From an optimization exercise on the open Yosys and OpenROAD flow, aimed at small area; shortcuts taken in it are not production practice.
Function was checked by simulation only, so behaviour that the tests miss may differ from the original.
Power and IR drop assume default switching activity.

**flow/design.v**
```verilog
package regfile_pkg;
  localparam int unsigned XLEN_DEF  = 32;
  localparam int unsigned NREGS_DEF = 32;
  localparam int unsigned AW_DEF    = $clog2(NREGS_DEF);
  localparam int unsigned ZERO_REG = 0;
  typedef logic [AW_DEF-1:0]   reg_addr_t;
  typedef logic [XLEN_DEF-1:0] reg_data_t;
endpackage
module regfile_scoreboard
#(
  parameter int unsigned NREGS = regfile_pkg::NREGS_DEF,
  parameter int unsigned AW    = $clog2(NREGS)
) (
  input  logic [NREGS-1:0] idec,       
  input  logic [NREGS-1:0] wdec,       
  input  logic [NREGS-1:0] busy_q,
  output logic [NREGS-1:0] busy_d,
  output logic [AW:0]      busy_cnt
);
  logic [AW-1:0] cnt;
  assign busy_d = idec | (busy_q & ~wdec);
  regfile_popcnt #(.L(AW)) u_cnt (.x(busy_q[NREGS-1:1]), .y(cnt));
  assign busy_cnt = {1'b0, cnt};
endmodule
module regfile_popcnt
#(
  parameter int unsigned L = 5
) (
  input  logic [2**L-2:0] x,
  output logic [L-1:0]    y
);
  localparam int unsigned H = 2**(L-1) - 1;
  if (L == 2) begin : g_leaf
    regfile_fa u_fa (.a(x[0]), .b(x[1]), .c(x[2]), .s(y[0]), .co(y[1]));
  end else begin : g_node
    logic [L-2:0] lo, hi;
    logic [L-1:0] c;
    regfile_popcnt #(.L(L-1)) u_lo (.x(x[H-1:0]),   .y(lo));
    regfile_popcnt #(.L(L-1)) u_hi (.x(x[2*H-1:H]), .y(hi));
    assign c[0] = x[2*H];
    for (genvar i = 0; i < L-1; i++) begin : g_add
      regfile_fa u_fa (.a(lo[i]), .b(hi[i]), .c(c[i]), .s(y[i]), .co(c[i+1]));
    end
    assign y[L-1] = c[L-1];
  end
endmodule
module regfile_fa (
  input  logic a, b, c,
  output logic s, co
);
  assign s  = a ^ b ^ c;
  assign co = (a && b) || (a && c) || (b && c);
endmodule
module regfile_multiport
#(
  parameter int unsigned     XLEN      = regfile_pkg::XLEN_DEF,
  parameter int unsigned     NREGS     = regfile_pkg::NREGS_DEF,
  parameter int unsigned     NRD       = 2,
  parameter int unsigned     BYPASS    = 1,
  parameter logic [XLEN-1:0] RESET_VAL = '0,
  parameter int unsigned     AW        = $clog2(NREGS)
) (
  input  logic                clk,
  input  logic                rst,
  input  logic [NRD*AW-1:0]   rd_addr,
  output logic [NRD*XLEN-1:0] rd_data,
  output logic [NRD-1:0]      rd_busy,
  input  logic                wr_en,
  input  logic [AW-1:0]       wr_addr,
  input  logic [XLEN-1:0]     wr_data,
  input  logic                iss_en,
  input  logic [AW-1:0]       iss_addr,
  output logic [AW:0]         busy_cnt
);
  logic [XLEN-1:0]  regs_q [NREGS];
  logic [NREGS-1:1] valid_q;
  logic [NREGS-1:0] valid_v;    
  logic [NREGS-1:0] busy_q, busy_d;
  logic [NREGS-1:0] wdec, idec;
  logic             phase_q;
  logic [XLEN-1:0]  wdp;
  logic [XLEN-1:0]  regs_d [NREGS];
  logic [NREGS-1:1] mdec;
  regfile_dec5e u_wdec (.en(wr_en),  .a(wr_addr),  .y(wdec[NREGS-1:1]));
  regfile_dec5e u_mdec (.en(wr_en),  .a(wr_addr),  .y(mdec));
  regfile_dec5e u_idec (.en(iss_en), .a(iss_addr), .y(idec[NREGS-1:1]));
  assign wdec[0] = 1'b0;
  assign idec[0] = 1'b0;
  assign wdp = wr_data ^ {XLEN{phase_q}};
  for (genvar i = 1; i < NREGS; i++) begin : g_ent
    logic wen, wen_n;
    assign wen   = wdec[i];
    assign wen_n = !wdec[i];
    for (genvar b = 0; b < XLEN; b++) begin : g_bit
      regfile_oai22 u_nxt (
        .a0 (regs_q[i][b]), .a1 (wen),
        .b0 (wdp[b]),       .b1 (wen_n),
        .y  (regs_d[i][b])
      );
    end
  end
  always_ff @(posedge clk) begin
    for (int i = 1; i < NREGS; i++) begin
      regs_q[i] <= regs_d[i];
    end
  end
  always_ff @(posedge clk or posedge rst) begin
    if (rst) begin
      valid_q <= '0;
      busy_q  <= '0;
      phase_q <= 1'b0;
    end else begin
      phase_q <= !phase_q;
      valid_q <= valid_q | wdec[NREGS-1:1];
      busy_q  <= busy_d;
    end
  end
  assign valid_v = {valid_q, 1'b0};
  regfile_scoreboard #(
    .NREGS (NREGS),
    .AW    (AW)
  ) u_scoreboard (
    .idec     (idec),
    .wdec     (wdec),
    .busy_q   (busy_q),
    .busy_d   (busy_d),
    .busy_cnt (busy_cnt)
  );
  for (genvar k = 0; k < NRD; k++) begin : g_rd
    logic [AW-1:0] addr;
    logic          is_zero;
    logic          byp;
    logic [31:0]   dsel;    
    logic          hit;     
    logic          flip;    
    logic [XLEN-1:0] y;
    assign addr    = rd_addr[k*AW +: AW];
    assign is_zero = (addr == AW'(regfile_pkg::ZERO_REG));
    assign byp     = (BYPASS != 0) && wr_en && (wr_addr == addr);
    logic [NREGS-1:1] rdec;
    regfile_dec5 u_rdec (.a(addr), .y(rdec));
    always_comb begin
      for (int i = 1; i < NREGS; i++) begin
        dsel[i-1] = rdec[i] && valid_q[i] && !((BYPASS != 0) && mdec[i]);
      end
      dsel[31] = !is_zero && byp;
    end
    assign hit  = !is_zero && (byp || valid_v[addr]);
    assign flip = hit && phase_q;
    for (genvar b = 0; b < XLEN; b++) begin : g_bit
      logic [31:0] col;
      for (genvar i = 1; i < NREGS; i++) begin : g_col
        assign col[i-1] = regs_q[i][b];
      end
      assign col[31] = wdp[b];
      regfile_aomux32 u_mux (.sel(dsel), .d(col), .y(y[b]));
      regfile_xor2 u_fix (.a(y[b]), .b(flip), .y(rd_data[k*XLEN + b]));
    end
    assign rd_busy[k] = busy_q[addr] && !byp;
  end
endmodule
module regfile_aomux32 (
  input  logic [31:0] sel,
  input  logic [31:0] d,
  output logic        y
);
  logic [9:0] t;
  logic [2:0] u;
  logic [1:0] v;
  logic       p;
  for (genvar g = 0; g < 10; g++) begin : g_aoi
    regfile_aoi222 u_aoi (
      .a0 (sel[3*g]),   .b0 (d[3*g]),
      .a1 (sel[3*g+1]), .b1 (d[3*g+1]),
      .a2 (sel[3*g+2]), .b2 (d[3*g+2]),
      .y  (t[g])
    );
  end
  regfile_ao22 u_ao (.a0(sel[30]), .b0(d[30]), .a1(sel[31]), .b1(d[31]), .y(p));
  regfile_nand4 u_n0 (.a(t[0]), .b(t[1]), .c(t[2]), .d(t[3]), .y(u[0]));
  regfile_nand4 u_n1 (.a(t[4]), .b(t[5]), .c(t[6]), .d(t[7]), .y(u[1]));
  regfile_nand2 u_n2 (.a(t[8]), .b(t[9]),                     .y(u[2]));
  regfile_nor2  u_v0 (.a(u[0]), .b(u[1]), .y(v[0]));
  regfile_nor2  u_v1 (.a(u[2]), .b(p),    .y(v[1]));
  regfile_nand2 u_y  (.a(v[0]), .b(v[1]), .y(y));
endmodule
module regfile_oai22 (
  input  logic a0, a1, b0, b1,
  output logic y
);
  assign y = !((a0 || a1) && (b0 || b1));
endmodule
module regfile_xor2 (
  input  logic a, b,
  output logic y
);
  assign y = a ^ b;
endmodule
module regfile_aoi222 (
  input  logic a0, b0, a1, b1, a2, b2,
  output logic y
);
  assign y = !((a0 && b0) || (a1 && b1) || (a2 && b2));
endmodule
module regfile_ao22 (
  input  logic a0, b0, a1, b1,
  output logic y
);
  assign y = (a0 && b0) || (a1 && b1);
endmodule
module regfile_nand4 (
  input  logic a, b, c, d,
  output logic y
);
  assign y = !(a && b && c && d);
endmodule
module regfile_nand2 (
  input  logic a, b,
  output logic y
);
  assign y = !(a && b);
endmodule
module regfile_nor2 (
  input  logic a, b,
  output logic y
);
  assign y = !(a || b);
endmodule
module regfile_dec5e (
  input  logic       en,
  input  logic [4:0] a,
  output logic [31:1] y
);
  always_comb begin
    for (int i = 1; i < 32; i++) begin
      y[i] = en && (a == 5'(i));
    end
  end
endmodule
module regfile_dec5 (
  input  logic [4:0] a,
  output logic [31:1] y
);
  always_comb begin
    for (int i = 1; i < 32; i++) begin
      y[i] = (a == 5'(i));
    end
  end
endmodule
```
**flow/flow/run.sh**
```bash
#!/bin/bash
# The standard layout (standard.sh: ORFS with unchanged scripts), run in two parts:
#  1. the standard synthesis, unchanged (standard.sh synth);
#  2. floorplan to finish, with a few ORFS settings passed through the environment:
#     - the large buffers and inverters made don't-use (by
#       flow/dont_use.tcl at the start of each step), so that repair buffers long nets
#       with small buffers instead of 16x ones,
#     - a small plain buffer (buf_2) for the port buffers,
#     - CTS without dummy load cells, with clusters of up to 24 sinks and 80 um.
# Each part's full make output goes to a log file here; ORFS's per-step logs are in orfs/logs/.
set -euo pipefail
bash standard.sh synth > flow_synth.log 2>&1
HOOK="$PWD/flow/dont_use.tcl"
for step in FLOORPLAN GLOBAL_PLACE RESIZE DETAIL_PLACE REPAIR_TIMING_POST_PLACE CTS GLOBAL_ROUTE DETAIL_ROUTE; do
  export PRE_${step}_TCL="$HOOK"
done
export BUFFER_PORTS_ARGS="-buffer_cell sky130_fd_sc_hd__buf_2"
export CTS_ARGS="-sink_clustering_enable -repair_clock_nets -dont_use_dummy_load -sink_clustering_size 24 -sink_clustering_max_diameter 80"
bash standard.sh > flow_make.log 2>&1
```
**flow/flow/dont_use.tcl**
```tcl
# Applied at the start of each OpenROAD step (ORFS's PRE_<step>_TCL hooks), before the
# resizer is first used: large buffers and inverters and the delay cells are not used, so
# that repair buffers long nets with small buffers instead of 16x ones.
set_dont_use {sky130_fd_sc_hd__buf_8 sky130_fd_sc_hd__buf_12 sky130_fd_sc_hd__buf_16 sky130_fd_sc_hd__bufbuf_8 sky130_fd_sc_hd__bufbuf_16 sky130_fd_sc_hd__bufinv_8 sky130_fd_sc_hd__bufinv_16 sky130_fd_sc_hd__inv_12 sky130_fd_sc_hd__inv_16 sky130_fd_sc_hd__clkdlybuf4s50_1 sky130_fd_sc_hd__clkdlybuf4s50_2 sky130_fd_sc_hd__clkdlybuf4s25_1 sky130_fd_sc_hd__clkdlybuf4s25_2 sky130_fd_sc_hd__clkdlybuf4s15_1 sky130_fd_sc_hd__clkdlybuf4s15_2 sky130_fd_sc_hd__clkdlybuf4s18_1 sky130_fd_sc_hd__clkdlybuf4s18_2}
```
**flow/standard.sh**
```bash
#!/bin/bash
# synth_recipe.tcl (not shown) runs the flow's synth.tcl, then flattens the netlist and writes it again
# the make line also repeats each setting of config.mk as NAME=value (left out here)
make -C /OpenROAD-flow-scripts/flow DESIGN_CONFIG=/design/flow/config.mk WORK_HOME=/design/flow/orfs CLKGATE_MAP_FILE= SYNTH_SCRIPT=/design/flow/synth_recipe.tcl "${@:-finish}"
```
**flow/config.mk**
```make
export PLATFORM = sky130hd
export DESIGN_NAME = regfile_multiport
export DESIGN_NICKNAME = regfile_multiport
export VERILOG_FILES = /design/flow/design.v
export SDC_FILE = /design/flow/constraint.sdc
export NUM_CORES = 4
export LEC_CHECK = 0
export CAP_MARGIN = 20
export CORE_MARGIN = 2
export CORE_UTILIZATION = 65
export GPL_TIMING_DRIVEN = 0
export PLACE_DENSITY = 0.75
export SETUP_SLACK_MARGIN = 0.3
export SLEW_MARGIN = 20
export SYNTH_HIERARCHICAL = 1
```
**flow/constraint.sdc**
```tcl
create_clock -name core_clock -period 6.0 [get_ports {clk}]
set_input_delay 1.2000 -clock core_clock [delete_from_list [all_inputs] [get_ports {clk}]]
set_output_delay 1.2000 -clock core_clock [all_outputs]
set_load 0.01 [all_outputs]
```
==> flow_metrics.env, run 1 <==
export IMPL_relSlewSlack=0.3014
export IMPL_synth_compound_area_share=0.3262
export IMPL_dieArea_sq_mm=0.06580
export IMPL_rsz0062_at_grt="yes"
export IMPL_antenna_found_initial=6
export IMPL_status="complete, no violations"
export IMPL_hold_ws_ns=0.4751
export IMPL_synth_simple_gate_area_share=0.08878
export IMPL_p_leak_nw=17.35
export IMPL_port_buffers=126
export IMPL_final_layout_size_suffix_gt1_frac=0.1478
export IMPL_synth_seq_area_share=0.5178
export IMPL_grt_max_degree=50
export IMPL_multi_input_area_sq_mm=0.02054
export IMPL_final_cell_mix="o22ai_1 (992), dfxtp_1 (992), a222oi_1 (640), nor2_1 (244), buf_6 (150)"
export IMPL_grt_pass1_wl_microns=283500
export IMPL_tightest_slew_ns=1.048
export IMPL_end_kind="primary output"
export IMPL_setup_ws_ns=0.08755
export IMPL_cts_clk_slew_worst_paths_ns=0.10
export IMPL_via_per_inst=9.155
export IMPL_grt_overflow_total=0
export IMPL_clockBufferDepth=3
export IMPL_cts_tree="built"
export IMPL_syn_cell_area_sq_mm=0.04145
export IMPL_synthArstFlopShare=0.06061
export IMPL_htree_num_levels=2
export IMPL_cap_violations=0
export IMPL_regArea_sq_mm=0.02147
export IMPL_syn2layout_area_growth_pct=13.95
export IMPL_power_mw=18.46
export IMPL_fin_crit_ns=5.912
export IMPL_rows=92
export IMPL_synth_seq_cells=1056
export IMPL_worst_setup_path_start_kind="input pin"
export IMPL_drtIter0Drc=13400
export IMPL_hold_path_class="in -> async"
export IMPL_fill_cells=4409
export IMPL_synth_top_flop_cell="dfxtp_1"
export IMPL_avgSynthCellArea_sq_um=10.92
export IMPL_stdcell_count=4991
export IMPL_vdd_drop_max_v=0.001123
export IMPL_synthAdderAreaFrac=0.01256
export IMPL_arrival_ns=4.71
export IMPL_slew_viol_final=0
export IMPL_cts_hold_buf=0
export IMPL_wl_per_cell_microns=39.94
export IMPL_post_route_period_util=0.9854
export IMPL_hold_violations=0
export IMPL_cts_buffers=51
export IMPL_gp_congestion=0.9835
export IMPL_netlist_instances=3797
export IMPL_vias=45690
export IMPL_skew_ns=0.06963
export IMPL_fin_nets=4224
export IMPL_chipHeight_microns=256.5
export IMPL_synth_cell_types=47
export IMPL_dp_hpwl_microns=127400
export IMPL_yosys_warnings=12
export IMPL_wirelength_microns=199300
export IMPL_firstDrtPassIters=19
export IMPL_grt_usage=0.5781
export IMPL_timing_setup_tns_ns=0
export IMPL_dp_cells=4920
export IMPL_synth_mux_area_frac=0.02083
export IMPL_ios=128
export IMPL_cts_root_buf="clkbuf_16"
export IMPL_dpl_worst_slack_ns=0.3661
export IMPL_clock_sinks=1056
export IMPL_ant_nets=0
export IMPL_synth_top_family_by_area="compound AO/OA/AOI/OAI gates"
export IMPL_synth_xor_area_share=0.02240
export IMPL_powerDensity_mw_per_mm2=391.0
export IMPL_setup_viol=0
export IMPL_clkLatencyLatePin_ns=0.68
export IMPL_setup_worst_path_class="in -> out"
export IMPL_die_width_microns=256.5
export IMPL_max_freq_ghz=0.1691
export IMPL_start_util=0.6571
export IMPL_crit_required_ns=4.80
export IMPL_grt_pass1_vias=43910
export IMPL_synth_edf_count=0
export IMPL_cp_max_fo=11
export IMPL_drc=0
export IMPL_core_area_sq_mm=0.06308
cell type report:
class                      count  area share
antenna                        5   0.0002649
inverter                      68    0.005458
tap                          846     0.02241
timing repair buffer         291     0.05081
clock buffer                  51     0.02702
sequential                  1056      0.4545
buffer                        39    0.004557
multi-input combinational   2635      0.4350
Yosys cell counts, types with 6 or more instances:
| master | n | area (sq um) |
|---|---|---|
| buf_2 | 9 | 45.04 |
| nand2b_1 | 11 | 68.82 |
| or2_2 | 37 | 231.5 |
| mux4_2 | 28 | 630.6 |
| a22o_1 | 64 | 560.5 |
| mux2i_1 | 9 | 90.09 |
| buf_4 | 9 | 67.56 |
| nand4bb_1 | 9 | 101.4 |
| dfxtp_1 | 992 | 19860 |
| nand4b_1 | 9 | 78.83 |
| o22ai_1 | 992 | 6206 |
| a21o_1 | 32 | 240.2 |
| a222oi_1 | 640 | 6406 |
| fa_1 | 26 | 520.5 |
| nor2_1 | 285 | 1070 |
| nand2_1 | 137 | 514.2 |
| nand3b_1 | 6 | 45.04 |
| dfrtp_1 | 64 | 1602 |
| inv_1 | 68 | 255.2 |
| and3b_1 | 62 | 543.0 |
| or3b_4 | 6 | 67.56 |
| xor2_1 | 104 | 910.9 |
| clkbuf_1 | 19 | 71.32 |
| nand4_1 | 131 | 819.5 |
timing repair:
| item | CTS | global route |
|---|---|---|
| resized for setup | 2 | 40 |
| setup buffers | 5 | 10 |
| pin swaps | 3 | 22 |
| setup endpoints to repair | 2 | 19 |
Yosys stat by module (local to each module, per instance), a selection:
| module | flops+latches | copies in the design | cells inside | cell area, sq um |
|---|---|---|---|---|
| regfile_xor2 | 0 | 64 | 1 | 8.758 |
| regfile_fa | 0 | 26 | 1 | 20.02 |
| regfile_nor2 | 0 | 128 | 1 | 3.754 |
| regfile_oai22 | 0 | 992 | 1 | 6.256 |
| regfile_nand2 | 0 | 128 | 1 | 3.754 |
| regfile_dec5 | 0 | 2 | 46 | 217.7 |
cells by family after synthesis:
family | after synthesis
AND/OR/NAND/NOR | 713
buffers and inverters | 107
XOR/XNOR | 106
adder cells (fa/ha/maj) | 26
flip-flops | 1056
other | 2
multiplexers | 43
AO/OA/AOI/OAI | 1744
metrics by stage:
step           utilization  cell area [sq um]
2_1_floorplan            -              41450
4_1_cts             0.7464              47080
6_report            0.7487              47230
5_1_grt             0.7486              47220
3_3_place_gp        0.6840              43140
3_5_place_dp        0.7258              45780
final timing paths:
| path | to | startpoint | cells past startpoint | slack, ns |
|---|---|---|---|---|
| worst max-delay path | rd_data[10] | wr_addr[1] | 11 | 0.09 |
| worst min-delay path | busy_q[25] | rst | 2 | 0.48 |
| worst max register to register | regs_q[25][19] | phase_q | 5 | 2.75 |
| worst min register to register | regs_q[29][13] | regs_q[29][13] | 1 | 0.48 |
| max in group asynchronous | valid_q[31] | rst | 3 | 4.74 |
| min in group core_clock | regs_q[29][13] | regs_q[29][13] | 1 | 0.48 |
routing by layer:
metal / up-vias / track usage / part of all wire
li1: 17400 / - / -
met3: 1725 / 0.3168 / 0.20
met1: 21310 / 0.6750 / 0.30
met5: - / 0.01827 / 0.00023
met2: 5264 / 0.7699 / 0.38
met4: 4 / 0.4766 / 0.12
power by group:
| group | leakage (nW) | internal, mW | switching (mW) |
|---|---|---|---|
| Clock | 0.628 | 1.52 | 2.25 |
| Sequential | 9.27 | 8.72 | 1.41 |
| Combinational | 7.45 | 2.11 | 2.46 |
critical path, cell delays in order:
cell	delay (ns)
buf_2	0.17
or2_2	0.30
clkbuf_2	0.22
nor2_1	0.17
and3b_2	0.38
a222oi_1	0.43
nand4_1	0.66
nor2_2	0.53
nand2_1	0.11
xor2_1	0.30
buf_2	0.20
registers in the layout (all words and copies together) (netlist names):
name,cells
regs_q,992
phase_q,1
valid_q,31
busy_q,32
==> run 2: changes to the inputs <==
--- a/flow/config.mk
+++ b/flow/config.mk
@@ -8,7 +8,7 @@
 export CAP_MARGIN = 20
 export CORE_MARGIN = 2
-export CORE_UTILIZATION = 65
+export CORE_UTILIZATION = 50
 export GPL_TIMING_DRIVEN = 0
-export PLACE_DENSITY = 0.75
+export PLACE_DENSITY = 0.65
 export SETUP_SLACK_MARGIN = 0.3
 export SLEW_MARGIN = 20
==> flow_metrics.env, run 2 <==
export IMPL_status="complete, no violations"
export IMPL_grt_max_degree=47
export IMPL_wl_per_cell_microns=36.51
export IMPL_intPower_mw=12.44
export IMPL_worstReg2RegEnd="regs_q[28][21]"
export IMPL_clkLatencyLatePin_ns=0.63
export IMPL_timing_rr_start="phase_q"
export IMPL_final_cell_mix="o22ai_1 (992), dfxtp_1 (992), a222oi_1 (640), nor2_1 (239), buf_6 (165)"
export IMPL_grt_overflow_total=0
export IMPL_grt_usage=0.4283
export IMPL_cap_violations=0
export IMPL_dieArea_sq_mm=0.08521
export IMPL_synth_edf_count=0
export IMPL_gp_congestion=0.9531
export IMPL_port_buffers=126
export IMPL_multi_input_area_sq_mm=0.02057
export IMPL_use_met2=0.6197
export IMPL_cp_max_fo=18
export IMPL_clock_power_share=0.212
export IMPL_drtIter0Drc=9446
export IMPL_die_width_microns=291.9
export IMPL_p_sw_frac=0.3201
export IMPL_netlist_instances=3797
export IMPL_cts_root_buf="clkbuf_16"
export IMPL_hold_path_class="reg -> reg"
export IMPL_grt_pass1_wl_microns=272400
export IMPL_cts_buffers=54
export IMPL_synth_area_leaders="dfxtp_1 (48%), a222oi_1 (15%), o22ai_1 (15%)"
export IMPL_htree_num_levels=2
export IMPL_arrival_ns=4.57
export IMPL_yosys_warnings=12
export IMPL_combPwrFrac=0.239
export IMPL_worst_setup_path_start_kind="input pin"
export IMPL_vias=43360
export IMPL_design_area_sq_mm=0.04775
export IMPL_cts_hold_buf=0
export IMPL_rsz0062_at_grt="yes"
export IMPL_dp_cells=5158
export IMPL_met3_usage=0.1615
export IMPL_tightest_slew_ns=1.004
export IMPL_pwr_share_seq=0.549
export IMPL_crit_start="wr_addr[4]"
export IMPL_ys_top_cells_by_count="dfxtp_1 (992), o22ai_1 (992), a222oi_1 (640), nor2_1 (285), nand2_1 (137)"
export IMPL_r2r_slack_ns=3.22
export IMPL_fin_crit_ns=5.768
export IMPL_syn_cell_area_sq_mm=0.04145
export IMPL_setup_ws_ns=0.2325
export IMPL_core_area_sq_mm=0.08211
export IMPL_reg_top3="regs_q: 992 flops, busy_q: 32 flops, valid_q: 31 flops"
export IMPL_hold_violations=0
export IMPL_p_switching_mw=5.858
export IMPL_drc=0
export IMPL_stdcell_count=5232
export IMPL_setup_worst_path_class="in -> out"
export IMPL_max_freq_ghz=0.1734
export IMPL_placed_cell_area_sq_mm=0.04622
export IMPL_avgSynthCellArea_sq_um=10.92
export IMPL_relSlewSlack=0.3310
export IMPL_dpl_worst_slack_ns=0.3120
export IMPL_timing_setup_tns_ns=0
export IMPL_post_route_period_util=0.9613
export IMPL_antenna_found_initial=7
export IMPL_chipHeight_microns=291.9
export IMPL_cts_tree="built"
export IMPL_crit_required_ns=4.80
export IMPL_largest_reg_flops=992
export IMPL_final_layout_size_suffix_gt1_frac=0.1529
export IMPL_yosysTopAreaCell="dfxtp_1"
export IMPL_cts_clk_slew_worst_paths_ns=0.05
export IMPL_regArea_sq_mm=0.02147
export IMPL_fin_nets=4244
export IMPL_powerDensity_mw_per_mm2=383.2
export IMPL_fill_cells=7042
export IMPL_wirelength_microns=191000
export IMPL_skew_ns=0.03885
export IMPL_setup_viol=0
export IMPL_clock_sinks=1056
export IMPL_via_per_inst=8.288
export IMPL_grt_busiest_layer="met2"
export IMPL_syn2layout_area_growth_pct=15.22
export IMPL_met1_usage=0.5360
export IMPL_ios=128
export IMPL_clockBufferDepth=3
export IMPL_p_leak_nw=17.47
export IMPL_synth_cell_types=47
export IMPL_firstDrtPassIters=13
export IMPL_synth_seq_area_share=0.5178
export IMPL_rows=105
export IMPL_dp_hpwl_microns=125500
export IMPL_vdd_drop_max_v=0.0007248
export IMPL_start_util=0.5048
export IMPL_synth_top_flop_cell="dfxtp_1"
export IMPL_grt_pass1_vias=40900
export IMPL_slew_viol_final=0
export IMPL_worstRegToRegCells=5
export IMPL_ant_nets=0
export IMPL_synthArstFlopShare=0.06061
export IMPL_largest_register="regs_q"
export IMPL_synth_top_area_share=0.4791
export IMPL_end_kind="primary output"
export IMPL_final_util=0.5816
export IMPL_cp_endpoint="rd_data[40]"
export IMPL_synth_seq_cells=1056
[run 2: cell counts after synthesis]
No cell type changed its count.
[run 2: critical path: stages]
cell,delay [ns]
buf_2,0.24
or4b_4,0.60
nor2_1,0.15
and3b_2,0.46
buf_6,0.29
a222oi_1,0.30
nand4_1,0.49
nor2_2,0.29
nand2_1,0.18
xor2_1,0.17
buf_2,0.16
[run 2: cell families (layout without fill, tap and decap cells)]
family,after synthesis,in the layout,synth area share
compound gates,1744,1744,0.3262
flops,1056,1056,0.5178
simple gates,713,713,0.08878
buf+inv,107,469,0.01123
xor+xnor,106,106,0.02240
mux,43,43,0.02083
fa+ha+maj,26,26,0.01256
other cells,2,5,0.0001812
[run 2: through the flow]
stage                     power, mW  hold slack (ns)
final                         18.30           0.4688
after global routing          19.12           0.4877
after floorplan               12.69           0.4415
after CTS                     18.07           0.4678
after detailed placement      14.28           0.4591
after global placement        14.00           0.4497
[run 2: per-layer routing]
metal,vias to the layer above,share of wire
met1,20910,0.35
met4,8,0.074
met5,-,0.00030
li1,17410,-
met3,1044,0.17
met2,3984,0.41
[run 2: power by group through the flow]
stage          Clock, mW  Sequential, mW  Combinational [mW]
3_5_place_dp           0            10.1                4.15
2_1_floorplan          0            9.81                2.88
3_3_place_gp           0            10.1                3.93
4_1_cts             3.88            9.97                4.22
6_report            3.88            10.0                4.37
5_1_grt             4.12            10.2                4.76
[run 2: cell type report]
class	count	area share
Antenna cell	2	0.0001048
Clock buffer	54	0.02830
Buffer	39	0.004454
Sequential cell	1056	0.4495
Inverter	68	0.005397
Tap cell	1070	0.02803
Multi-Input combinational cell	2635	0.4307
Timing Repair Buffer	308	0.05350
[run 2: Yosys stat by module, one instance, submodules excluded, a selection]
module | copies in the design | flip-flops and latches
regfile_dec5 | 2 | 0
regfile_aoi222 | 640 | 0
regfile_dec5e | 3 | 0
regfile_multiport | 1 | 1056
regfile_nand4 | 128 | 0
regfile_oai22 | 992 | 0
regfile_xor2 | 64 | 0
regfile_nor2 | 128 | 0
regfile_ao22 | 64 | 0
[run 2: worst min path at each step]
stage / end / cells after the start / slack, ns / startpoint
final: regs_q[26][10] / 1 / 0.47 / regs_q[26][10]
after global routing: regs_q[10][16] / 1 / 0.49 / regs_q[10][16]
after CTS: regs_q[26][10] / 1 / 0.47 / regs_q[26][10]
after detailed placement: regs_q[25][14] / 1 / 0.46 / regs_q[25][14]
after global placement: regs_q[7][14] / 1 / 0.45 / regs_q[7][14]
after floorplan: regs_q[10][0] / 1 / 0.44 / regs_q[10][0]
[run 2: timing repair]
| item | 4_1_cts | 5_1_grt |
|---|---|---|
| pin swaps | 6 | 29 |
| buffers inserted | 10 | 8 |
| setup endpoints to repair | 2 | 31 |
| gates resized for setup | 6 | 36 |
==> run 3: changes to the inputs <==
--- a/flow/config.mk
+++ b/flow/config.mk
@@ -9,7 +9,7 @@
 export CORE_MARGIN = 2
 export CORE_UTILIZATION = 50
-export GPL_TIMING_DRIVEN = 0
+export GPL_TIMING_DRIVEN = 1
 export PLACE_DENSITY = 0.65
-export SETUP_SLACK_MARGIN = 0.3
+export SETUP_SLACK_MARGIN = 0.2
 export SLEW_MARGIN = 20
 export SYNTH_HIERARCHICAL = 1
==> flow_metrics.env, run 3 <==
export IMPL_synth_area_leaders="dfxtp_1 (48%), a222oi_1 (15%), o22ai_1 (15%)"
export IMPL_wirelength_microns=187000
export IMPL_avgSynthCellArea_sq_um=10.92
export IMPL_cp_num_buf_inv=3
export IMPL_hold_path_class="reg -> reg"
export IMPL_critPathMaxStageDelay_ns=0.53
export IMPL_htree_num_levels=2
export IMPL_worstReg2RegEnd="regs_q[31][4]"
export IMPL_die_width_microns=291.9
export IMPL_hp_start="regs_q[23][31]"
export IMPL_cts_buffers=54
export IMPL_cap_violations=0
export IMPL_p_leak_nw=17.27
export IMPL_ios=128
export IMPL_skew_ns=0.07256
export IMPL_port_buffers=126
export IMPL_status="complete, no violations"
export IMPL_setup_viol=0
export IMPL_synth_seq_cells=1056
export IMPL_clockBufferDepth=3
export IMPL_grt_pass1_wl_microns=270000
export IMPL_grt_max_degree=43
export IMPL_cts_tree="built"
export IMPL_chipHeight_microns=291.9
export IMPL_largest_register="regs_q"
export IMPL_grt_pass1_vias=39600
export IMPL_multi_input_area_sq_mm=0.02045
export IMPL_final_cell_mix="o22ai_1 (992), dfxtp_1 (992), a222oi_1 (640), nor2_1 (252), buf_2 (239)"
export IMPL_grt_usage=0.4206
export IMPL_cp_slowest_cell="or4b_4"
export IMPL_synth_edf_count=0
export IMPL_hold_path_cell_count=1
export IMPL_yosys_warnings=12
export IMPL_vdd_drop_max_v=0.0006388
export IMPL_cts_hold_buf=0
export IMPL_start_util=0.5048
export IMPL_holdPathEnd="regs_q[23][31]"
export IMPL_grt_overflow_total=0
export IMPL_clock_sinks=1056
export IMPL_reg_top3="regs_q: 992 flops, busy_q: 32 flops, valid_q: 31 flops"
export IMPL_cp_max_fo=19
export IMPL_tightest_slew_ns=1.238
export IMPL_post_route_period_util=0.9600
export IMPL_via_per_inst=8.142
export IMPL_r2r_slack_ns=2.66
export IMPL_timing_setup_tns_ns=0
export IMPL_synth_top_flop_cell="dfxtp_1"
export IMPL_timing_rr_start="phase_q"
export IMPL_vias=42730
export IMPL_final_util=0.5700
export IMPL_ys_top_cells_by_count="dfxtp_1 (992), o22ai_1 (992), a222oi_1 (640), nor2_1 (285), nand2_1 (137)"
export IMPL_firstDrtPassIters=15
export IMPL_fin_nets=4261
export IMPL_synth_seq_area_share=0.5178
export IMPL_clkLatencyLatePin_ns=0.67
export IMPL_design_area_sq_mm=0.04681
export IMPL_rows=105
export IMPL_max_freq_ghz=0.1736
export IMPL_ant_nets=0
export IMPL_syn_cell_area_sq_mm=0.04145
export IMPL_worstPathCellList="buf_2, or4b_4, nor2_1, and3b_1, buf_1, a222oi_1, nand4_1, nor2_2, nand2_1, xor2_1, buf_2"
export IMPL_critical_path_top_delay_family="simple AND/OR/NAND/NOR gates"
export IMPL_fin_crit_ns=5.760
export IMPL_dieArea_sq_mm=0.08521
export IMPL_drtIter0Drc=9814
export IMPL_setup_worst_path_class="in -> out"
export IMPL_dp_cells=5188
export IMPL_syn2layout_area_growth_pct=12.93
export IMPL_worstRegToRegCells=4
export IMPL_synth_top_area_share=0.4791
export IMPL_largest_reg_flops=992
export IMPL_final_layout_size_suffix_gt1_frac=0.1326
export IMPL_crit_top_cell="buf_2"
export IMPL_netlist_instances=3797
export IMPL_drc=0
export IMPL_arrival_ns=4.56
export IMPL_hold_ws_ns=0.4723
export IMPL_wl_per_cell_microns=35.64
export IMPL_worst_setup_path_start_kind="input pin"
export IMPL_synthArstFlopShare=0.06061
export IMPL_antenna_found_initial=12
export IMPL_fill_cells=7154
export IMPL_synth_cell_types=47
export IMPL_rsz0062_at_grt="yes"
export IMPL_hold_violations=0
export IMPL_relSlewSlack=0.1747
export IMPL_core_area_sq_mm=0.08211
export IMPL_slew_viol_final=0
export IMPL_end_kind="primary output"
export IMPL_powerDensity_mw_per_mm2=390.2
export IMPL_stdcell_count=5248
export IMPL_dp_hpwl_microns=125000
export IMPL_crit_required_ns=4.80
export IMPL_yosysTopAreaCell="dfxtp_1"
export IMPL_gp_congestion=1.018
export IMPL_cts_clk_slew_worst_paths_ns=0.10
export IMPL_placed_cell_area_sq_mm=0.04538
export IMPL_regArea_sq_mm=0.02147
export IMPL_cts_root_buf="clkbuf_16"
run 3: cell counts after synthesis:
Identical to the previous run, type by type.
run 3: final cells by class:
class | count | area share
flip-flops and latches | 1056 | 0.4586
multi-input cells | 2635 | 0.4370
repair buffers | 364 | 0.04143
clock buffers | 54 | 0.02887
well taps | 1070 | 0.02860
inverters | 68 | 0.005453
diodes | 1 | 0.00005346
run 3: kinds of logic after synthesis:
logic type,share of synthesized area
AND/OR/NAND/NOR,0.08878
multiplexers,0.02083
buffers and inverters,0.01123
adder cells (fa/ha/maj),0.01256
other,0.0001812
flip-flops,0.5178
XOR/XNOR,0.02240
AO/OA/AOI/OAI,0.3262
run 3: timing repair:
action | CTS | global route
setup buffers | 1 | 3
gates cloned | 0 | 0
gates resized for setup | 1 | 16
setup endpoints to repair | 1 | 11
pin swaps | 0 | 10
run 3: per-layer routing:
layer	up-vias	part of all wire	track usage
li1	17460	-	-
met1	20800	0.36	0.5579
met2	3718	0.40	0.5967
met3	732	0.18	0.1788
met4	12	0.053	0.1803
met5	-	0.00035	0
run 3: where the power goes:
part | leakage [nW] | switching (mW) | internal [mW]
Combinational | 7.33 | 2.28 | 1.98
Sequential | 9.27 | 1.38 | 8.72
Clock | 0.665 | 2.30 | 1.60
Total | 17.3 | 5.96 | 12.3
run 3: per-module statistics from Yosys (local to each module, per instance), excerpt:
module	cells	area [sq um]	times used	flops+latches
regfile_ao22	1	8.758	64	0
regfile_aoi222	1	10.01	640	0
regfile_dec5	46	217.7	2	0
regfile_dec5e	46	230.2	3	0
regfile_multiport	1324	23880	1	1056
regfile_nand2	1	3.754	128	0
regfile_nand4	1	6.256	128	0
regfile_nor2	1	3.754	128	0
regfile_xor2	1	8.758	64	0
run 3: worst max-delay path by stage:
stage / start / end / cells after the start
final: wr_en / rd_data[1] / 11
after global routing: wr_en / rd_data[60] / 11
after CTS: busy_q[8] / busy_cnt[3] / 8
after detailed placement: wr_en / rd_data[60] / 11
after global placement: rd_addr[7] / rd_data[41] / 11
after floorplan: rd_addr[8] / rd_data[33] / 9
run 3: metrics by stage:
stage	power (mW)	worst slack [ns]
3_3_place_gp	14.07	0.4219
3_5_place_dp	14.31	0.3580
4_1_cts	18.04	0.2118
6_report	18.26	0.2402
5_1_grt	19.03	0.1711
2_1_floorplan	12.69	1.027
==> run 4: changes to the inputs <==
==> flow/flow/dont_use.tcl (replaced) <==
# Applied at the start of each OpenROAD step (ORFS's PRE_<step>_TCL hooks), before the
# resizer is first used: large buffers and inverters and the delay cells are not used, so
# that repair buffers long nets with small buffers instead of 16x ones.
set_dont_use {sky130_fd_sc_hd__buf_6 sky130_fd_sc_hd__buf_8 sky130_fd_sc_hd__buf_12 sky130_fd_sc_hd__buf_16 sky130_fd_sc_hd__bufbuf_8 sky130_fd_sc_hd__bufbuf_16 sky130_fd_sc_hd__bufinv_8 sky130_fd_sc_hd__bufinv_16 sky130_fd_sc_hd__inv_12 sky130_fd_sc_hd__inv_16 sky130_fd_sc_hd__clkdlybuf4s50_1 sky130_fd_sc_hd__clkdlybuf4s50_2 sky130_fd_sc_hd__clkdlybuf4s25_1 sky130_fd_sc_hd__clkdlybuf4s25_2 sky130_fd_sc_hd__clkdlybuf4s15_1 sky130_fd_sc_hd__clkdlybuf4s15_2 sky130_fd_sc_hd__clkdlybuf4s18_1 sky130_fd_sc_hd__clkdlybuf4s18_2}
--- a/flow/config.mk
+++ b/flow/config.mk
@@ -9,5 +9,5 @@
 export CORE_MARGIN = 2
 export CORE_UTILIZATION = 50
-export GPL_TIMING_DRIVEN = 1
+export GPL_TIMING_DRIVEN = 0
 export PLACE_DENSITY = 0.65
 export SETUP_SLACK_MARGIN = 0.2
==> flow_metrics.env, run 4 <==
export IMPL_status="complete, no violations"
export IMPL_synth_edf_count=0
export IMPL_crit_required_ns=4.80
export IMPL_synth_seq_cells=1056
export IMPL_die_width_microns=291.9
export IMPL_post_route_period_util=0.9750
export IMPL_largest_register="regs_q"
export IMPL_grt_pass1_vias=40700
export IMPL_vdd_drop_max_v=0.0006423
export IMPL_cts_buffers=54
export IMPL_vias=43250
export IMPL_dp_hpwl_microns=125200
export IMPL_powerDensity_mw_per_mm2=386.6
export IMPL_drtIter0Drc=9443
export IMPL_arrival_ns=4.65
export IMPL_synth_seq_area_share=0.5178
export IMPL_via_per_inst=8.279
export IMPL_core_area_sq_mm=0.08211
export IMPL_ios=128
export IMPL_tightest_slew_ns=1.018
export IMPL_synth_xor_area_share=0.02240
export IMPL_clkLatencyLatePin_ns=0.67
export IMPL_wl_per_cell_microns=36.50
export IMPL_fin_nets=4236
export IMPL_end_kind="primary output"
export IMPL_synth_simple_gate_area_share=0.08878
export IMPL_htree_num_levels=2
export IMPL_synthArstFlopShare=0.06061
export IMPL_ys_top_cells_by_count="dfxtp_1 (992), o22ai_1 (992), a222oi_1 (640), nor2_1 (285), nand2_1 (137)"
export IMPL_synth_top_area_share=0.4791
export IMPL_port_buffers=126
export IMPL_clockBufferDepth=3
export IMPL_worst_setup_path_start_kind="input pin"
export IMPL_yosys_warnings=12
export IMPL_firstDrtPassIters=13
export IMPL_yosysTopAreaCell="dfxtp_1"
export IMPL_gp_congestion=0.9531
export IMPL_synth_mux_area_frac=0.02083
export IMPL_synth_cell_types=47
export IMPL_fill_cells=7136
export IMPL_relSlewSlack=0.3216
export IMPL_reg_top3="regs_q: 992 flops, busy_q: 32 flops, valid_q: 31 flops"
export IMPL_slew_viol_final=0
export IMPL_final_cell_mix="o22ai_1 (992), dfxtp_1 (992), a222oi_1 (640), nor2_1 (243), buf_4 (173)"
export IMPL_cts_root_buf="clkbuf_16"
export IMPL_cts_clk_slew_worst_paths_ns=0.10
export IMPL_synth_top_family_by_area="compound AO/OA/AOI/OAI gates"
export IMPL_synthAdderAreaFrac=0.01256
export IMPL_drc=0
export IMPL_grt_usage=0.4284
export IMPL_clock_sinks=1056
export IMPL_grt_overflow_total=0
export IMPL_fin_crit_ns=5.850
export IMPL_avgSynthCellArea_sq_um=10.92
export IMPL_start_util=0.5048
export IMPL_grt_pass1_wl_microns=272600
export IMPL_wirelength_microns=190700
export IMPL_power_mw=18.20
export IMPL_largest_reg_flops=992
export IMPL_hold_violations=0
export IMPL_final_util=0.5733
export IMPL_synth_top_flop_cell="dfxtp_1"
export IMPL_ant_nets=0
export IMPL_chipHeight_microns=291.9
export IMPL_r2r_slack_ns=3.08
export IMPL_netlist_instances=3797
export IMPL_cts_tree="built"
export IMPL_p_leak_nw=17.29
export IMPL_cp_max_fo=18
export IMPL_dieArea_sq_mm=0.08521
export IMPL_syn2layout_area_growth_pct=13.58
export IMPL_setup_viol=0
export IMPL_final_layout_size_suffix_gt1_frac=0.1503
export IMPL_crit_start="wr_addr[4]"
export IMPL_max_freq_ghz=0.1709
export IMPL_cap_violations=0
export IMPL_antenna_found_initial=3
export IMPL_grt_max_degree=47
export IMPL_skew_ns=0.04271
export IMPL_worstRegToRegCells=5
export IMPL_worstReg2RegEnd="regs_q[30][21]"
export IMPL_rsz0062_at_grt="no"
export IMPL_synth_compound_area_share=0.3262
export IMPL_synth_area_leaders="dfxtp_1 (48%), a222oi_1 (15%), o22ai_1 (15%)"
export IMPL_timing_rr_start="phase_q"
export IMPL_cp_endpoint="rd_data[60]"
export IMPL_rows=105
export IMPL_hold_path_class="in -> async"
export IMPL_syn_cell_area_sq_mm=0.04145
export IMPL_setup_worst_path_class="in -> out"
==> run 4: cell count changes in the layout (fill, tap and decap cells not counted), moves of 12 or more <==
cell,previous run,this run
inv_1,56,36
inv_2,9,31
buf_2,239,135
clkbuf_1,0,18
buf_6,13,1
and3b_1,19,0
and3b_2,43,60
buf_1,67,9
buf_4,40,173
==> run 4: metal layers <==
metal	vias to the layer above	track usage	share of wire
li1	17390	-	-
met1	20850	0.5445	0.35
met2	3955	0.6224	0.42
met3	1050	0.1535	0.16
met4	6	0.2575	0.071
met5	-	0.01078	0.00069
==> run 4: worst max-delay path, cell delays in order <==
cell and delay [ns]:
buf_2 0.24, or4b_4 0.60, nor2_1 0.14, and3b_2 0.46, buf_4 0.33, a222oi_1 0.35
nand4_1 0.43, nor2_1 0.40, nand2_1 0.15, xor2_1 0.15, buf_2 0.17
==> run 4: logic make-up (layout without fill, tap and decap cells) <==
logic type      Yosys count  in the layout
compound gates         1744           1744
xor+xnor                106            106
fa+ha+maj                26             26
buf+inv                 107            461
flops                  1056           1056
mux                      43             43
other cells               2              5
simple gates            713            713
==> run 4: Yosys stat by module (local to each module, per instance), excerpt <==
module / flops+latches / cell area, sq um / copies in the design / cells inside
regfile_ao22: 0 / 8.758 / 64 / 1
regfile_aoi222: 0 / 10.01 / 640 / 1
regfile_dec5: 0 / 217.7 / 2 / 46
regfile_dec5e: 0 / 230.2 / 3 / 46
regfile_fa: 0 / 20.02 / 26 / 1
regfile_multiport: 1056 / 23880 / 1 / 1324
regfile_nand2: 0 / 3.754 / 128 / 1
regfile_nand4: 0 / 6.256 / 128 / 1
regfile_nor2: 0 / 3.754 / 128 / 1
regfile_oai22: 0 / 6.256 / 992 / 1
regfile_xor2: 0 / 8.758 / 64 / 1
==> run 4: metrics by stage <==
step           area [sq um]  setup WS (ns)  hold slack, ns  TNS (ns)  instances
3_5_place_dp          45600         0.2713          0.4591         0       5158
5_1_grt               47070         0.2005          0.4860         0       5223
6_report              47080         0.1500          0.4603         0       5224
4_1_cts               46960         0.2402          0.4671         0       5212
3_3_place_gp          43420         -2.151          0.4497  -1389.42       4994
2_1_floorplan         41450          1.027          0.4415         0       3798
==> run 4: worst min path at each step <==
stage,to
3_5_place_dp,regs_q[25][28]
3_3_place_gp,regs_q[7][14]
6_report,valid_q[21]
4_1_cts,valid_q[20]
2_1_floorplan,regs_q[10][0]
5_1_grt,valid_q[21]
==> run 4: cell type report <==
cell class / instances / area [sq um] / share of cell area
Clock buffer: 54 / 1351 / 0.02870
Timing Repair Buffer: 300 / 1903 / 0.04043
Multi-Input combinational cell: 2635 / 20540 / 0.4364
Antenna cell: 2 / 5.005 / 0.0001063
Inverter: 68 / 257.7 / 0.005475
Sequential cell: 1056 / 21470 / 0.4560
Tap cell: 1070 / 1339 / 0.02844
Buffer: 39 / 211.5 / 0.004492
==> run 4: what timing repair did <==
action	in CTS	in global routing
hold buffers	0	0
gates resized for setup	0	27
setup buffers	0	10
setup endpoints to repair	0	19
==> run 4: where the power goes <==
part / switching (mW) / leakage (nW) / internal, mW / total (mW)
Sequential: 1.33 / 9.26 / 8.72 / 10.1
Combinational: 2.22 / 7.36 / 2.03 / 4.25
Clock: 2.30 / 0.665 / 1.60 / 3.90
==> run 5: changes to the inputs <==
--- a/flow/config.mk
+++ b/flow/config.mk
@@ -9,5 +9,5 @@
 export CORE_MARGIN = 2
 export CORE_UTILIZATION = 50
-export GPL_TIMING_DRIVEN = 0
+export GPL_TIMING_DRIVEN = 1
 export PLACE_DENSITY = 0.65
 export SETUP_SLACK_MARGIN = 0.2
==> flow_metrics.env, run 5 <==
export IMPL_status="complete, no violations"
export IMPL_rsz0062_at_grt="no"
export IMPL_dieArea_sq_mm=0.08521
export IMPL_critPathMaxStageDelay_ns=0.63
export IMPL_vdd_drop_max_v=0.0007501
export IMPL_crit_required_ns=4.80
export IMPL_synthArstFlopShare=0.06061
export IMPL_cp_max_fo=14
export IMPL_worstReg2RegEnd="regs_q[2][18]"
export IMPL_final_layout_size_suffix_gt1_frac=0.1363
export IMPL_timing_rr_start="phase_q"
export IMPL_p_switching_mw=6.017
export IMPL_grt_usage=0.4343
export IMPL_relSlewSlack=0.1757
export IMPL_synth_seq_cells=1056
export IMPL_power_mw=18.27
export IMPL_fin_crit_ns=5.825
export IMPL_synth_top_flop_cell="dfxtp_1"
export IMPL_cp_num_buf_inv=3
export IMPL_design_area_sq_mm=0.04690
export IMPL_cap_violations=0
export IMPL_pwr_share_seq=0.556
export IMPL_synthAdderAreaFrac=0.01256
export IMPL_cts_root_buf="clkbuf_16"
export IMPL_synth_xor_area_share=0.02240
export IMPL_stdcell_count=5288
export IMPL_combPwrFrac=0.235
export IMPL_synth_area_leaders="dfxtp_1 (48%), a222oi_1 (15%), o22ai_1 (15%)"
export IMPL_start_util=0.5048
export IMPL_netlist_instances=3797
export IMPL_dp_cells=5226
export IMPL_clock_power_share=0.209
export IMPL_synth_top_area_share=0.4791
export IMPL_chipHeight_microns=291.9
export IMPL_worstPathCellList="buf_2, nand2b_1, nor2_1, and3b_1, buf_2, a222oi_1, nand4_1, nor2_1, nand2_1, xor2_1, buf_2"
export IMPL_hold_violations=0
export IMPL_synth_mux_area_frac=0.02083
export IMPL_yosysTopAreaCell="dfxtp_1"
export IMPL_ios=128
export IMPL_core_area_sq_mm=0.08211
export IMPL_synth_compound_area_share=0.3262
export IMPL_antenna_found_initial=7
export IMPL_cts_hold_buf=0
export IMPL_clockBufferDepth=3
export IMPL_slew_viol_final=0
export IMPL_drtIter0Drc=11090
export IMPL_reg_top3="regs_q: 992 flops, busy_q: 32 flops, valid_q: 31 flops"
export IMPL_synth_edf_count=0
export IMPL_arrival_ns=4.62
export IMPL_clock_sinks=1056
export IMPL_hold_path_class="reg -> reg"
export IMPL_intPower_mw=12.25
export IMPL_hold_ws_ns=0.4691
export IMPL_final_util=0.5711
export IMPL_htree_num_levels=2
export IMPL_post_route_period_util=0.9708
export IMPL_cts_buffers=52
export IMPL_grt_overflow_total=0
export IMPL_vias=43500
export IMPL_fill_cells=7049
export IMPL_die_width_microns=291.9
export IMPL_setup_ws_ns=0.1752
export IMPL_ys_top_cells_by_count="dfxtp_1 (992), o22ai_1 (992), a222oi_1 (640), nor2_1 (285), nand2_1 (137)"
export IMPL_ant_nets=0
export IMPL_timing_setup_tns_ns=0
export IMPL_clkLatencyLatePin_ns=0.70
export IMPL_syn2layout_area_growth_pct=13.15
export IMPL_tightest_slew_ns=1.235
export IMPL_p_sw_frac=0.3294
export IMPL_wirelength_microns=193200
export IMPL_gp_congestion=1.044
export IMPL_hold_path_cell_count=1
export IMPL_cp_slowest_cell="a222oi_1"
export IMPL_firstDrtPassIters=14
export IMPL_worst_setup_path_start_kind="input pin"
export IMPL_drc=0
export IMPL_dp_hpwl_microns=128800
export IMPL_placed_cell_area_sq_mm=0.04553
export IMPL_grt_max_degree=65
export IMPL_dpl_worst_slack_ns=0.3713
export IMPL_critical_path_top_delay_family="simple AND/OR/NAND/NOR gates"
export IMPL_worstRegToRegCells=4
export IMPL_powerDensity_mw_per_mm2=389.5
export IMPL_fin_nets=4294
export IMPL_grt_pass1_vias=40270
export IMPL_largest_register="regs_q"
export IMPL_yosys_warnings=12
export IMPL_end_kind="primary output"
export IMPL_synth_top_family_by_area="compound AO/OA/AOI/OAI gates"
export IMPL_p_leak_nw=17.38
export IMPL_avgSynthCellArea_sq_um=10.92
export IMPL_r2r_slack_ns=2.58
export IMPL_crit_top_cell="buf_2"
export IMPL_final_cell_mix="o22ai_1 (992), dfxtp_1 (992), a222oi_1 (640), buf_2 (255), nor2_1 (252)"
export IMPL_setup_viol=0
export IMPL_holdPathEnd="regs_q[2][5]"
export IMPL_port_buffers=126
export IMPL_synth_simple_gate_area_share=0.08878
export IMPL_max_freq_ghz=0.1717
export IMPL_setup_worst_path_class="in -> out"
export IMPL_via_per_inst=8.227
export IMPL_synth_cell_types=47
export IMPL_synth_seq_area_share=0.5178
export IMPL_syn_cell_area_sq_mm=0.04145
export IMPL_rows=105
export IMPL_wl_per_cell_microns=36.53
export IMPL_grt_pass1_wl_microns=277000
export IMPL_largest_reg_flops=992
export IMPL_hp_start="regs_q[2][5]"
export IMPL_cts_clk_slew_worst_paths_ns=0.07
export IMPL_skew_ns=0.1056
export IMPL_cts_tree="built"
[run 5: cell counts after synthesis]
No cell type changed its count.
[run 5: layer usage]
| metal | up-vias | routed length, microns | track usage |
|---|---|---|---|
| met3 | 815 | 35370 | 0.2056 |
| li1 | 17570 | - | - |
| met5 | - | 221 | 0.01702 |
| met4 | 8 | 11740 | 0.2092 |
| met2 | 4034 | 76600 | 0.6038 |
| met1 | 21080 | 69220 | 0.5623 |
[run 5: timing repair]
action / 4_1_cts / 5_1_grt
buffers inserted: 0 / 1
setup endpoints to repair: 0 / 12
resized for setup: 0 / 14
[run 5: how the worst max path moves through the flow]
| stage | cells after the start | slack (ns) | to | start |
|---|---|---|---|---|
| finish | 11 | 0.18 | rd_data[19] | wr_addr[0] |
| global route | 11 | 0.20 | rd_data[11] | wr_addr[4] |
| CTS | 8 | 0.21 | busy_cnt[3] | busy_q[1] |
| detailed placement | 11 | 0.37 | rd_data[7] | wr_addr[4] |
| global placement | 11 | 0.44 | rd_data[7] | wr_addr[4] |
| floorplan | 9 | 1.03 | rd_data[33] | rd_addr[8] |
[run 5: kinds of logic after synthesis]
kind of cell,after synthesis
xor+xnor,106
fa+ha+maj,26
buf+inv,107
simple gates,713
mux,43
flops,1056
other cells,2
compound gates,1744
[run 5: Yosys stat by module (local to each module, per instance), a selection]
module             cell area (sq um)  times used  cells  flip-flops and latches
regfile_dec5e                  230.2           3     46                       0
regfile_nand2                  3.754         128      1                       0
regfile_nor2                   3.754         128      1                       0
regfile_nand4                  6.256         128      1                       0
regfile_multiport              23880           1   1324                    1056
regfile_ao22                   8.758          64      1                       0
[run 5: power groups by stage]
| stage | registers (mW) | clock network, mW | logic [mW] |
|---|---|---|---|
| 6_report | 10.2 | 3.81 | 4.29 |
| 5_1_grt | 10.3 | 4.04 | 4.64 |
| 4_1_cts | 10.1 | 3.79 | 4.14 |
| 3_5_place_dp | 10.2 | 0 | 4.15 |
| 3_3_place_gp | 10.2 | 0 | 3.99 |
| 2_1_floorplan | 9.81 | 0 | 2.88 |
[run 5: worst reg2reg max path, cell delays in order (launching register included)]
cell and delay (ns):
dfrtp_4 0.74, buf_2 0.98, xor2_4 0.66, buf_1 0.81, o22ai_1 0.14
[run 5: area by class of cell]
class                      instances  area [sq um]  area share
antenna                            8         20.02   0.0004269
inverter                          68         255.2    0.005443
multi-input combinational       2635         20440      0.4359
tap                             1070          1339     0.02855
clock buffer                      52          1301     0.02775
sequential                      1056         21470      0.4578
timing repair buffer             399          2072     0.04418
==> run 6: changes to the inputs <==
--- a/flow/design.v
+++ b/flow/design.v
@@ -81,7 +81,5 @@
   logic [XLEN-1:0]  wdp;
   logic [XLEN-1:0]  regs_d [NREGS];
-  logic [NREGS-1:1] mdec;
   regfile_dec5e u_wdec (.en(wr_en),  .a(wr_addr),  .y(wdec[NREGS-1:1]));
-  regfile_dec5e u_mdec (.en(wr_en),  .a(wr_addr),  .y(mdec));
   regfile_dec5e u_idec (.en(iss_en), .a(iss_addr), .y(idec[NREGS-1:1]));
   assign wdec[0] = 1'b0;
@@ -117,4 +115,6 @@
   end
   assign valid_v = {valid_q, 1'b0};
+  logic [NREGS-1:1] vsel;
+  regfile_vmask u_vmask (.en(wr_en && (BYPASS != 0)), .a(wr_addr), .v(valid_q), .y(vsel));
   regfile_scoreboard #(
     .NREGS (NREGS),
@@ -138,11 +138,9 @@
     assign is_zero = (addr == AW'(regfile_pkg::ZERO_REG));
     assign byp     = (BYPASS != 0) && wr_en && (wr_addr == addr);
-    logic [NREGS-1:1] rdec;
-    regfile_dec5 u_rdec (.a(addr), .y(rdec));
+    logic [NREGS-1:1] rsel;
+    regfile_rdsel u_rsel (.a(addr), .m(vsel), .y(rsel));
     always_comb begin
-      for (int i = 1; i < NREGS; i++) begin
-        dsel[i-1] = rdec[i] && valid_q[i] && !((BYPASS != 0) && mdec[i]);
-      end
-      dsel[31] = !is_zero && byp;
+      dsel[30:0] = rsel;
+      dsel[31]   = !is_zero && byp;
     end
     assign hit  = !is_zero && (byp || valid_v[addr]);
@@ -238,12 +236,25 @@
   end
 endmodule
-module regfile_dec5 (
-  input  logic [4:0] a,
+module regfile_vmask (
+  input  logic        en,
+  input  logic [4:0]  a,
+  input  logic [31:1] v,
   output logic [31:1] y
 );
   always_comb begin
     for (int i = 1; i < 32; i++) begin
-      y[i] = (a == 5'(i));
-    end
-  end
-endmodule
+      y[i] = v[i] && !(en && (a == 5'(i)));
+    end
+  end
+endmodule
+module regfile_rdsel (
+  input  logic [4:0]  a,
+  input  logic [31:1] m,
+  output logic [31:1] y
+);
+  always_comb begin
+    for (int i = 1; i < 32; i++) begin
+      y[i] = (a == 5'(i)) && m[i];
+    end
+  end
+endmodule
==> flow/flow/dont_use.tcl (replaced) <==
# Applied at the start of each OpenROAD step (ORFS's PRE_<step>_TCL hooks), before the
# resizer is first used: large buffers and inverters and the delay cells are not used, so
# that repair buffers long nets with small buffers instead of 16x ones.
set_dont_use {sky130_fd_sc_hd__buf_8 sky130_fd_sc_hd__buf_12 sky130_fd_sc_hd__buf_16 sky130_fd_sc_hd__bufbuf_8 sky130_fd_sc_hd__bufbuf_16 sky130_fd_sc_hd__bufinv_8 sky130_fd_sc_hd__bufinv_16 sky130_fd_sc_hd__inv_12 sky130_fd_sc_hd__inv_16 sky130_fd_sc_hd__clkdlybuf4s50_1 sky130_fd_sc_hd__clkdlybuf4s50_2 sky130_fd_sc_hd__clkdlybuf4s25_1 sky130_fd_sc_hd__clkdlybuf4s25_2 sky130_fd_sc_hd__clkdlybuf4s15_1 sky130_fd_sc_hd__clkdlybuf4s15_2 sky130_fd_sc_hd__clkdlybuf4s18_1 sky130_fd_sc_hd__clkdlybuf4s18_2}
==> flow_metrics.env, run 6 <==
export IMPL_ys_top_cells_by_count="o22ai_1 (993), dfxtp_1 (992), a222oi_1 (640), nor2_1 (199), nand2_1 (134)"
export IMPL_worstReg2RegEnd="regs_q[14][2]"
export IMPL_cts_hold_buf=0
export IMPL_p_leak_nw=17.15
export IMPL_cts_setup_buffers=0
export IMPL_grt_pass1_wl_microns=285600
export IMPL_powerDensity_mw_per_mm2=391.6
export IMPL_syn_cell_area_sq_mm=0.04130
export IMPL_dp_cells=5093
export IMPL_hold_violations=0
export IMPL_largest_reg_flops=992
export IMPL_synth_seq_area_share=0.5196
export IMPL_port_buffers=126
export IMPL_gp_congestion=1.058
export IMPL_grt_max_degree=42
export IMPL_dpl_worst_slack_ns=0.3792
export IMPL_p_switching_mw=5.934
export IMPL_avgSynthCellArea_sq_um=11.04
export IMPL_clkLatencyLatePin_ns=0.68
export IMPL_syn2layout_area_growth_pct=12.10
export IMPL_timing_setup_tns_ns=0
export IMPL_synthArstFlopShare=0.06061
export IMPL_max_freq_ghz=0.1698
export IMPL_vdd_drop_max_v=0.0007513
export IMPL_drc=0
export IMPL_cts_clk_slew_worst_paths_ns=0.07
export IMPL_reg_top3="regs_q: 992 flops, busy_q: 32 flops, valid_q: 31 flops"
export IMPL_yosysMostFrequentCell="o22ai_1"
export IMPL_crit_required_ns=4.80
export IMPL_setup_viol=0
export IMPL_pwr_share_seq=0.556
export IMPL_chipHeight_microns=291.4
export IMPL_final_cell_mix="o22ai_1 (993), dfxtp_1 (992), a222oi_1 (640), buf_2 (222), nor2_1 (168)"
export IMPL_status="complete, no violations"
export IMPL_r2r_slack_ns=2.72
export IMPL_worst_setup_path_start_kind="input pin"
export IMPL_cts_buffers=52
export IMPL_via_per_inst=8.484
export IMPL_relSlewSlack=0.1391
export IMPL_htree_num_levels=2
export IMPL_tightest_slew_ns=1.291
export IMPL_cts_tree="built"
export IMPL_wl_per_cell_microns=39.49
export IMPL_antenna_found_initial=11
export IMPL_netlist_instances=3742
export IMPL_final_common_cell="o22ai_1"
export IMPL_p_sw_frac=0.3273
export IMPL_synth_area_leaders="dfxtp_1 (48%), a222oi_1 (16%), o22ai_1 (15%)"
export IMPL_yosysTopAreaCell="dfxtp_1"
export IMPL_fin_crit_ns=5.890
export IMPL_synth_cell_types=55
export IMPL_grt_overflow_total=0
export IMPL_hold_path_cell_count=1
export IMPL_rows=105
export IMPL_core_area_sq_mm=0.08198
export IMPL_hp_start="regs_q[2][30]"
export IMPL_dp_hpwl_microns=125500
export IMPL_largest_register="regs_q"
export IMPL_drtIter0Drc=10630
export IMPL_synth_edf_count=0
export IMPL_ios=128
export IMPL_setup_ws_ns=0.1102
export IMPL_grt_usage=0.4569
export IMPL_end_kind="primary output"
export IMPL_synth_top_flop_cell="dfxtp_1"
export IMPL_cts_root_buf="clkbuf_16"
export IMPL_setup_worst_path_class="in -> out"
export IMPL_final_layout_size_suffix_gt1_frac=0.1276
export IMPL_synth_top_area_share=0.4808
export IMPL_cap_violations=0
export IMPL_skew_ns=0.05871
export IMPL_clockBufferDepth=3
export IMPL_grt_pass1_vias=40690
export IMPL_hold_path_class="reg -> reg"
export IMPL_firstDrtPassIters=14
export IMPL_final_util=0.5648
export IMPL_die_width_microns=291.4
export IMPL_start_util=0.5038
export IMPL_slew_viol_final=0
export IMPL_holdPathEnd="regs_q[2][30]"
export IMPL_clock_sinks=1056
export IMPL_arrival_ns=4.69
export IMPL_dieArea_sq_mm=0.08493
export IMPL_stdcell_count=5147
export IMPL_rsz0062_at_grt="yes"
export IMPL_ant_nets=0
export IMPL_intPower_mw=12.20
export IMPL_timing_rr_start="phase_q"
export IMPL_vias=43670
export IMPL_clock_power_share=0.212
export IMPL_cp_max_fo=18
export IMPL_fin_nets=4159
export IMPL_worstRegToRegCells=4
export IMPL_wirelength_microns=203200
export IMPL_synth_seq_cells=1056
export IMPL_post_route_period_util=0.9816
export IMPL_yosys_warnings=13
export IMPL_power_mw=18.13
export IMPL_combPwrFrac=0.232
[run 6: cell types whose count changed in the layout (fill, tap and decap cells not counted), moves of 9 or more]
cell | before | now
buf_4 | 64 | 37
and3b_2 | 41 | 4
and3_1 | 0 | 37
and3b_1 | 21 | 2
o21a_1 | 0 | 9
and3_2 | 0 | 28
nor2b_1 | 3 | 12
buf_2 | 255 | 222
buf_1 | 75 | 48
nor2_1 | 252 | 168
[run 6: repair_timing]
action | 4_1_cts | 5_1_grt
gates resized for setup | 0 | 3
endpoints found under the setup margin | 0 | 4
endpoints found under the hold margin | 0 | 0
[run 6: routing by layer]
metal	vias to the layer above	share of wire	track usage
li1	17260	-	-
met1	20890	0.34	0.5603
met2	4401	0.39	0.6357
met3	1100	0.19	0.2237
met4	16	0.080	0.2892
met5	-	0.00082	0.01134
[run 6: how the worst max path moves through the flow]
stage / endpoint / slack (ns) / depth (start not counted) / startpoint
2_1_floorplan: rd_data[32] / 0.63 / 8 / rd_addr[5]
3_3_place_gp: rd_data[34] / 0.41 / 11 / wr_addr[2]
3_5_place_dp: rd_data[34] / 0.38 / 11 / wr_addr[2]
4_1_cts: busy_cnt[3] / 0.21 / 8 / busy_q[16]
5_1_grt: busy_cnt[3] / 0.14 / 8 / busy_q[16]
6_report: rd_data[35] / 0.11 / 11 / wr_addr[4]
[run 6: critical path, stage by stage]
cell and delay [ns]:
buf_2 0.36, and4bb_1 0.37, a31oi_1 0.17, and3_1 0.49, buf_2 0.38, a222oi_1 0.39, nand4_1 0.46, nor2_1 0.40
nand2_1 0.13, xor2_1 0.15, buf_2 0.16
[run 6: cell type report]
cell class / count / area, sq um
fillers: 7179 / 35680
flip-flops and latches: 1056 / 21470
multi-input cells: 2579 / 20270
repair buffers: 314 / 1648
well taps: 1070 / 1339
clock buffers: 52 / 1301
inverters: 74 / 277.8
diodes: 2 / 5.005
[run 6: Yosys stat by module, one instance, submodules excluded, excerpt]
module | cell area, sq um | copies in the design | flip-flops and latches
regfile_multiport | 23300 | 1 | 1056
regfile_nor2 | 3.754 | 128 | 0
regfile_nand4 | 6.256 | 128 | 0
regfile_vmask | 467.9 | 1 | 0
regfile_ao22 | 8.758 | 64 | 0
regfile_aoi222 | 10.01 | 640 | 0
regfile_rdsel | 317.8 | 2 | 0
regfile_oai22 | 6.256 | 992 | 0
regfile_xor2 | 8.758 | 64 | 0
regfile_fa | 20.02 | 26 | 0
regfile_dec5e | 230.2 | 2 | 0
regfile_nand2 | 3.754 | 128 | 0
[run 6: cells by family (layout without fill, tap and decap cells)]
| logic type | count (synthesis) | count (layout) | share of synthesized area |
|---|---|---|---|
| AO/OA/AOI/OAI | 1767 | 1767 | 0.3325 |
| XOR/XNOR | 106 | 106 | 0.02248 |
| adder cells (fa/ha/maj) | 26 | 26 | 0.01260 |
| buffers and inverters | 108 | 440 | 0.01148 |
| flip-flops | 1056 | 1056 | 0.5196 |
| multiplexers | 42 | 42 | 0.02057 |
| other | 2 | 5 | 0.0001818 |
| AND/OR/NAND/NOR | 635 | 635 | 0.08067 |
[run 6: through the flow]
step	cell area [sq um]	hold WS, ns
global placement	44990	0.4498
global route	46300	0.4863
CTS	46290	0.4710
detailed placement	44990	0.4589
finish	46300	0.4732
floorplan	41310	0.4415
[run 6: power groups by stage]
stage | registers [mW] | logic [mW] | clock network, mW
finish | 10.1 | 4.21 | 3.84
floorplan | 9.81 | 2.92 | 0
CTS | 10.0 | 4.13 | 3.81
global route | 10.3 | 4.49 | 4.06
global placement | 10.1 | 4.01 | 0
detailed placement | 10.1 | 4.13 | 0

## afterwards: timing with drivers on the ports
How much do the figures lean on ideal ports? The routed layouts below were timed once more, with nothing changed but the port constraints.
Step 1, drivers: a clkbuf_16 drives clk and a buf_2 each remaining input, both assumed.
Step 2, shift: input delay + t, output delay - t, t = (earliest + latest rising clock arrival at the registers) / 2. This alone moves slack from input paths to output paths.
Slacks: ideal ports / drivers / drivers and shift; pairs: ideal ports / drivers.
run	t (ns)	setup WS [ns]	hold WS [ns]
run 1	0.706	0.088 / 0.067 / 0.067	0.475 / 0.438 / 0.475
run 2	0.701	0.232 / 0.214 / 0.214	0.469 / 0.441 / 0.469
run 3	0.701	0.240 / 0.210 / 0.210	0.472 / 0.472 / 0.472
run 4	0.709	0.150 / 0.132 / 0.132	0.460 / 0.411 / 0.471
run 5	0.723	0.175 / 0.153 / 0.153	0.469 / 0.469 / 0.469
run 6	0.717	0.110 / 0.084 / 0.084	0.473 / 0.473 / 0.473
After both steps every run listed still meets setup and hold. The setup slack of run 3, which loses most, moves by -0.030 ns with the drivers and by -0.030 ns with both steps.
